Context: an optimization exercise on an open-source flow, tuned for small area, a short achievable clock period and few clock cycles. The choices shown serve that exercise and are no tape-out recipe. Only simulation tests tie the RTL to the original design; equivalence was not proved.

## run 1
==> flow/design.v (excerpt) <==
module dark_pixel_centroid (
	input  logic        clk,
	input  logic        arst_n,
	input  logic        cfg_valid,
	output logic        cfg_ready,
	input  logic [2:0]  cfg_index,
	input  logic [16:0] cfg_data,
	input  logic        s_tvalid,
	output logic        s_tready,
	input  logic [7:0]  s_tdata,
	input  logic        s_tlast,
	output logic        m_tvalid,
	input  logic        m_tready,
	output logic [39:0] m_tdata,
	output logic        m_tuser
);
	logic [7:0]  cfg_wm1;                         
	logic [8:0]  cfg_xs1, cfg_xe1, cfg_ys1, cfg_ye1;   
	logic [7:0]  cfg_thr;
	logic [16:0] cfg_min, cfg_max;
	logic [8:0]  cfg_dec;
	assign cfg_ready = 1'b1;
	assign cfg_dec   = cfg_data[8:0] - 9'd1;
	always_ff @(posedge clk or negedge arst_n) begin
		if (!arst_n) begin
			cfg_wm1 <= 8'd95;
			cfg_thr <= 8'd85;
			cfg_xs1 <= 9'd9;
			cfg_xe1 <= 9'd85;
			cfg_ys1 <= 9'd9;
			cfg_ye1 <= 9'd85;
			cfg_min <= 17'd180;
			cfg_max <= 17'd3176;
		end else if (cfg_valid) begin
			case (cfg_index)
				3'd0: cfg_wm1 <= cfg_dec[8] ? {8{cfg_data[8]}} : cfg_dec[7:0];
				3'd1: cfg_thr <= cfg_data[7:0];
				3'd2: cfg_xs1 <= cfg_dec;
				3'd3: cfg_xe1 <= cfg_dec;
  ...
For scale: ~1300 cells after synthesis, about 78 I/O pins, roughly 0.011 mm2 of cells after synthesis.
clock: 5.0 ns
lec_check: 0
cap_margin: 20
core_margin: 2
core_utilization: 40
setup_slack_margin: 2.7
slew_margin: 20
run.sh (not shown) runs the stock make flow with config.mk's settings and CLKGATE_MAP_FILE= SYNTH_SCRIPT=/design/flow/synth_recipe.tcl, a recipe that flattens the netlist after the stock synthesis.
Testbench counts of run 1, summed over its fixed seeds: cycles 111,092.
diff inputs: run 1 => run 2
# run 1
export LEC_CHECK = 0
export CAP_MARGIN = 20
export CORE_MARGIN = 2
export CORE_UTILIZATION = 40
export SETUP_SLACK_MARGIN = 2.7
export SLEW_MARGIN = 20
create_clock -name core_clock -period 5.0 [get_ports {clk}]
# run 2
export LEC_CHECK = 0
export CAP_MARGIN = 20
export CORE_MARGIN = 2
export CORE_UTILIZATION = 40
export CTS_BUF_LIST = sky130_fd_sc_hd__clkbuf_8
export CTS_CLUSTER_DIAMETER = 30
export SETUP_SLACK_MARGIN = 2.7
export SLEW_MARGIN = 20
create_clock -name core_clock -period 5.0 [get_ports {clk}]
==> flow/flow/run.sh (new file) <==
#!/bin/bash
# The standard layout (standard.sh: the standard flow's synthesis and ORFS flow, unchanged), with the
# ports buffered by the smallest buffer instead of the resizer's default pick; the resizer
# still upsizes or adds buffers where a port's load or timing needs it.
set -euo pipefail
bash standard.sh finish \
	'BUFFER_PORTS_ARGS=-buffer_cell sky130_fd_sc_hd__buf_1' \
	> make_finish.log 2>&1
==> flow/standard.sh (new file) <==
#!/bin/bash
# synth_recipe.tcl (not shown) runs the flow's synth.tcl, then flattens the netlist and writes it again
# the make line also repeats each setting of config.mk as NAME=value (left out here)
make -C /OpenROAD-flow-scripts/flow DESIGN_CONFIG=/design/flow/config.mk WORK_HOME=/design/flow/orfs CLKGATE_MAP_FILE= SYNTH_SCRIPT=/design/flow/synth_recipe.tcl "${@:-finish}"
removed: flow/run.sh
Findings:
Against run 1, non-clock buffer count in run 2 fell by more than 10%.
Clock-buffer cell count for run 2: 1 up relative to run 1
Compare run 1 and run 2 | design area lower: run 2
Input changes introduced in run 3 (baseline for comparison: run 2):
# run 2
export LEC_CHECK = 0
export CAP_MARGIN = 20
export CORE_MARGIN = 2
export CORE_UTILIZATION = 40
export CTS_BUF_LIST = sky130_fd_sc_hd__clkbuf_8
export CTS_CLUSTER_DIAMETER = 30
export SETUP_SLACK_MARGIN = 2.7
export SLEW_MARGIN = 20
create_clock -name core_clock -period 5.0 [get_ports {clk}]
# run 3
export LEC_CHECK = 0
export CAP_MARGIN = 20
export CORE_MARGIN = 2
export CORE_UTILIZATION = 40
export CTS_BUF_LIST = sky130_fd_sc_hd__clkbuf_8
export SETUP_SLACK_MARGIN = 2.7
export SLEW_MARGIN = 20
create_clock -name core_clock -period 5.0 [get_ports {clk}]
The final layouts of run 3 and run 2 pass the timing, DRC and antenna checks.
On arrival time of the worst setup path, run 3 tracks run 2 almost exactly.
On biggest cell delay along the critical path, run 3 tracks run 2 almost exactly.
As far as non-clock buffer count goes, run 2 and run 3 are indistinguishable; the numbers are identical.
Taking run 2 as the reference, in run 3 fraction of synthesized area in multiplexers comparable, number of signal-net inverters in the final layout essentially unchanged.
Diff run 3..run 2 | cell area | negligible
### run 3 -> run 4
# run 3
export LEC_CHECK = 0
export CAP_MARGIN = 20
export CORE_MARGIN = 2
export CORE_UTILIZATION = 40
export CTS_BUF_LIST = sky130_fd_sc_hd__clkbuf_8
export SETUP_SLACK_MARGIN = 2.7
export SLEW_MARGIN = 20
create_clock -name core_clock -period 5.0 [get_ports {clk}]
# run 4
export LEC_CHECK = 0
export CAP_MARGIN = 20
export CORE_MARGIN = 2
export CORE_UTILIZATION = 40
export SETUP_SLACK_MARGIN = 2.85
export SLEW_MARGIN = 20
create_clock -name core_clock -period 5.0 [get_ports {clk}]
### Flow results
- The higher average detailed-routed wire length per instance of run 4 and run 3 is in run 4.
- Going from run 3 to run 4, the via count was found to have gone up by 3.0%.
- Higher layout overhead on the synthesized area goes to run 4 over run 3.
- Overall global routing resource usage (run 4 over run 3): increase, 0.48 points
For run 5, these inputs were changed with respect to run 4:
# run 4
export LEC_CHECK = 0
export CAP_MARGIN = 20
export CORE_MARGIN = 2
export CORE_UTILIZATION = 40
export SETUP_SLACK_MARGIN = 2.85
export SLEW_MARGIN = 20
create_clock -name core_clock -period 5.0 [get_ports {clk}]
# run 5
export LEC_CHECK = 0
export CAP_MARGIN = 20
export CORE_MARGIN = 2
export CORE_UTILIZATION = 40
export SETUP_SLACK_MARGIN = 3.0
export SLEW_MARGIN = 20
export TNS_END_PERCENT = 5
create_clock -name core_clock -period 5.0 [get_ports {clk}]
==> flow/run.sh (new file) <==
#!/bin/bash
# synth_recipe.tcl (not shown) runs the flow's synth.tcl, then flattens the netlist and writes it again
# the make line also repeats each setting of config.mk as NAME=value (left out here)
make -C /OpenROAD-flow-scripts/flow DESIGN_CONFIG=/design/flow/config.mk WORK_HOME=/design/flow/orfs CLKGATE_MAP_FILE= SYNTH_SCRIPT=/design/flow/synth_recipe.tcl finish
removed: flow/flow/run.sh
removed: flow/standard.sh
Notes after the runs:
| final standard cell count with taps included and fillers excluded | run 5 vs run 4 | ≈ equal |. Clock-pin transition on the worst setup and hold timing paths of run 4 is on par with run 5. The peak supply drop of run 5 is higher than that of run 4. The run with more routed wire is run 4, not run 5.

==> port drivers added, routing unchanged <==
How much do the figures lean on ideal ports? The routed layouts below were timed once more, with nothing changed but the port constraints.
Step 1 assumes that a clkbuf_16 drives the clock port and a buf_2 every other input.
Step 2 moves the port delays by t, midway between the first and last clock arrival at a register: inputs arrive t later, outputs are due t later. That takes back most of the time a late clock gives input paths.
a / b / c = ideal / step 1 / step 2; a / b = the first two.
run | t, ns | slack for setup (ns) | worst setup path at the end | latest minus earliest clock arrival (ns) | worst slew at a driven data input, ns
run 1 | 0.499 | 2.639 / 2.663 / 2.164 | input to register | 0.018 / 0.018 | 0.05
run 2 | 0.510 | 2.681 / 2.683 / 2.173 | input to register | 0.019 / 0.019 | 0.06
run 3 | 0.510 | 2.681 / 2.683 / 2.173 | input to register | 0.019 / 0.019 | 0.06
run 4 | 0.489 | 2.629 / 2.639 / 2.149 | input to register | 0.015 / 0.015 | 0.06
run 5 | 0.492 | 2.592 / 2.541 / 2.115 | input to register | 0.019 / 0.019 | 0.05
After both steps setup and hold are still met in every run listed.
